Context: an optimization exercise on an open-source flow, tuned for small area, a short achievable clock period and few clock cycles per item. The choices shown serve that exercise and are no tape-out recipe.

## rev 12
## idct_1d_serial
module idct_1d_serial #(
    parameter int OFFSET = 0
) (
    input  logic        clk,
    input  logic        rst,
    input  logic [95:0] coef_in,
    input  logic        in_valid,
    output logic        in_ready,
    output logic [63:0] pix_out,
    output logic        out_valid,
    input  logic        out_ready
);
For scale: ~3400 cells after synthesis, ~39000 µm² of cells after synthesis.
Settings: LEC_CHECK=0, CAP_MARGIN=20, CORE_MARGIN=2, CORE_UTILIZATION=40, SLEW_MARGIN=20; clock period 11.0 ns.
standard.sh (not shown) runs the stock make flow with config.mk's settings and CLKGATE_MAP_FILE= SYNTH_SCRIPT=/design/flow/synth_recipe.tcl, a recipe that flattens the netlist after the stock synthesis.
==> flow/flow/run.sh <==
#!/bin/bash
# Standard ORFS layout with one extra step between synthesis and floorplan:
# fixinv.py cancels the inverters that Yosys's adder extraction leaves between full-adder
# cells (a full adder is self-dual, so flipping its polarity is a pure rewiring).
# Every tool's output goes to a log file of its own in the work folder.
set -euo pipefail
WORK=$(pwd)
RES=$WORK/orfs/results/${FLOW_PLATFORM}/idct_1d_serial/base
EXTRA=()
if [[ -f flow/margin.txt ]]; then
  EXTRA+=("SETUP_SLACK_MARGIN=$(cat flow/margin.txt)")
fi
bash standard.sh ${EXTRA[@]+"${EXTRA[@]}"} "$RES/1_2_yosys.v" > "$WORK/synth.log" 2>&1
cp "$RES/1_2_yosys.v" "$WORK/1_2_yosys.orig.v"
python3 flow/fixinv.py "$WORK/1_2_yosys.orig.v" "$RES/1_2_yosys.v" > "$WORK/fixinv.log" 2>&1
bash standard.sh ${EXTRA[@]+"${EXTRA[@]}"} finish > "$WORK/layout.log" 2>&1
Other scripts of this flow, unchanged in this note and not shown: flow/flow/fixinv.py, flow/flow/margin.txt
Input changes introduced in rev 13 (baseline for comparison: rev 12):
--- a/flow/design.v
+++ b/flow/design.v
@@ -15,24 +15,21 @@
         t = 16'(y) + 16'(OFFSET);
         if (t < 0) offset_pixel = 8'd0;
         else if (t > 255) offset_pixel = 8'd255;
         else offset_pixel = t[7:0];
     endfunction
     logic [1:0] v_q;
-    logic ov_q;
     logic en;
-    assign en        = !ov_q || out_ready;
+    assign en        = !v_q[1] || out_ready;
     assign in_ready  = en;
-    assign out_valid = ov_q;
+    assign out_valid = v_q[1];
     always_ff @(posedge clk or posedge rst) begin
         if (rst) begin
-            v_q  <= '0;
-            ov_q <= 1'b0;
+            v_q <= '0;
         end else if (en) begin
-            v_q  <= {v_q, in_valid};
-            ov_q <= v_q[1];
+            v_q <= {v_q, in_valid};
         end
     end
     logic [12:0] s04_1;
     logic hs2;
     logic hc3;
     logic hs4;
@@ -2575,10 +2572,8 @@
     assign pix3_1250 = (OFFSET == 0) ? (ah1245[13] ? 8'd0 : ((ah1245[8] | ah1245[9] | ah1245[10] | ah1245[11] | ah1245[12]) ? 8'd255 : {ah1245[7], ah1245[6], ah1245[5], ah1245[4], ah1245[3], ah1245[2], ah1245[1], ah1245[0]})) : offset_pixel({ah1245[13], ah1245[12], ah1245[11], ah1245[10], ah1245[9], ah1245[8], ah1245[7], ah1245[6], ah1245[5], ah1245[4], ah1245[3], ah1245[2], ah1245[1], ah1245[0]});
     assign pix4_1251 = (OFFSET == 0) ? (ah1246[13] ? 8'd0 : ((ah1246[8] | ah1246[9] | ah1246[10] | ah1246[11] | ah1246[12]) ? 8'd255 : {ah1246[7], ah1246[6], ah1246[5], ah1246[4], ah1246[3], ah1246[2], ah1246[1], ah1246[0]})) : offset_pixel({ah1246[13], ah1246[12], ah1246[11], ah1246[10], ah1246[9], ah1246[8], ah1246[7], ah1246[6], ah1246[5], ah1246[4], ah1246[3], ah1246[2], ah1246[1], ah1246[0]});
     assign pix5_1252 = (OFFSET == 0) ? (ah1244[13] ? 8'd0 : ((ah1244[8] | ah1244[9] | ah1244[10] | ah1244[11] | ah1244[12]) ? 8'd255 : {ah1244[7], ah1244[6], ah1244[5], ah1244[4], ah1244[3], ah1244[2], ah1244[1], ah1244[0]})) : offset_pixel({ah1244[13], ah1244[12], ah1244[11], ah1244[10], ah1244[9], ah1244[8], ah1244[7], ah1244[6], ah1244[5], ah1244[4], ah1244[3], ah1244[2], ah1244[1], ah1244[0]});
     assign pix6_1253 = (OFFSET == 0) ? (ah1242[13] ? 8'd0 : ((ah1242[8] | ah1242[9] | ah1242[10] | ah1242[11] | ah1242[12]) ? 8'd255 : {ah1242[7], ah1242[6], ah1242[5], ah1242[4], ah1242[3], ah1242[2], ah1242[1], ah1242[0]})) : offset_pixel({ah1242[13], ah1242[12], ah1242[11], ah1242[10], ah1242[9], ah1242[8], ah1242[7], ah1242[6], ah1242[5], ah1242[4], ah1242[3], ah1242[2], ah1242[1], ah1242[0]});
     assign pix7_1254 = (OFFSET == 0) ? (ah1240[13] ? 8'd0 : ((ah1240[8] | ah1240[9] | ah1240[10] | ah1240[11] | ah1240[12]) ? 8'd255 : {ah1240[7], ah1240[6], ah1240[5], ah1240[4], ah1240[3], ah1240[2], ah1240[1], ah1240[0]})) : offset_pixel({ah1240[13], ah1240[12], ah1240[11], ah1240[10], ah1240[9], ah1240[8], ah1240[7], ah1240[6], ah1240[5], ah1240[4], ah1240[3], ah1240[2], ah1240[1], ah1240[0]});
     assign pix = {pix0_1247, pix1_1248, pix2_1249, pix3_1250, pix4_1251, pix5_1252, pix6_1253, pix7_1254};
-    logic [63:0] pix_q;
-    always_ff @(posedge clk) if (en) pix_q <= pix;
-    assign pix_out = pix_q;
+    assign pix_out = pix;
 endmodule
[summary]
- Combined area of the multi-input logic cells: higher on rev 13
- From rev 12 to rev 13 the numbers moved as follows: number of rows in the core area fell 3, post-synth net total saw a decrease, number of nets in the layout moved up, number of antenna violations at the first check in global routing now larger, met2 usage higher.
- Changes observed in rev 13 relative to rev 12: average cell area after synthesis saw a decrease, number of instances in the synthesized netlist saw a decrease.
- Rev 13 vs rev 12 — routed wire length climbed slightly
No run of this note included a check of the RTL's function; only the layout flow was run.

## afterwards: timing with drivers on the ports
How much do the figures lean on ideal ports? The routed layouts below were timed once more, with nothing changed but the port constraints.
Step 1 assumes that a clkbuf_16 drives the clock port and a buf_2 every other input.
Step 2 also shifts input and output timing later by t, the mid clock arrival at the registers, as if the neighbouring blocks saw the same clock.
a / b / c = ideal ports / drivers / drivers and shift; a / b = the first two.
| run | t (ns) | slack for setup (ns) | worst setup path at the end |
|---|---|---|---|
| rev 12 | 0.651 | 6.186 / 6.186 / 5.790 | input to register |
| rev 13 | 0.611 | 5.052 / 4.991 / 5.602 | register to output |
After both steps setup and hold are still met in every run listed. For rev 12, which loses most, drivers alone change the setup slack by 0.000 ns; drivers and shift together by -0.396 ns.
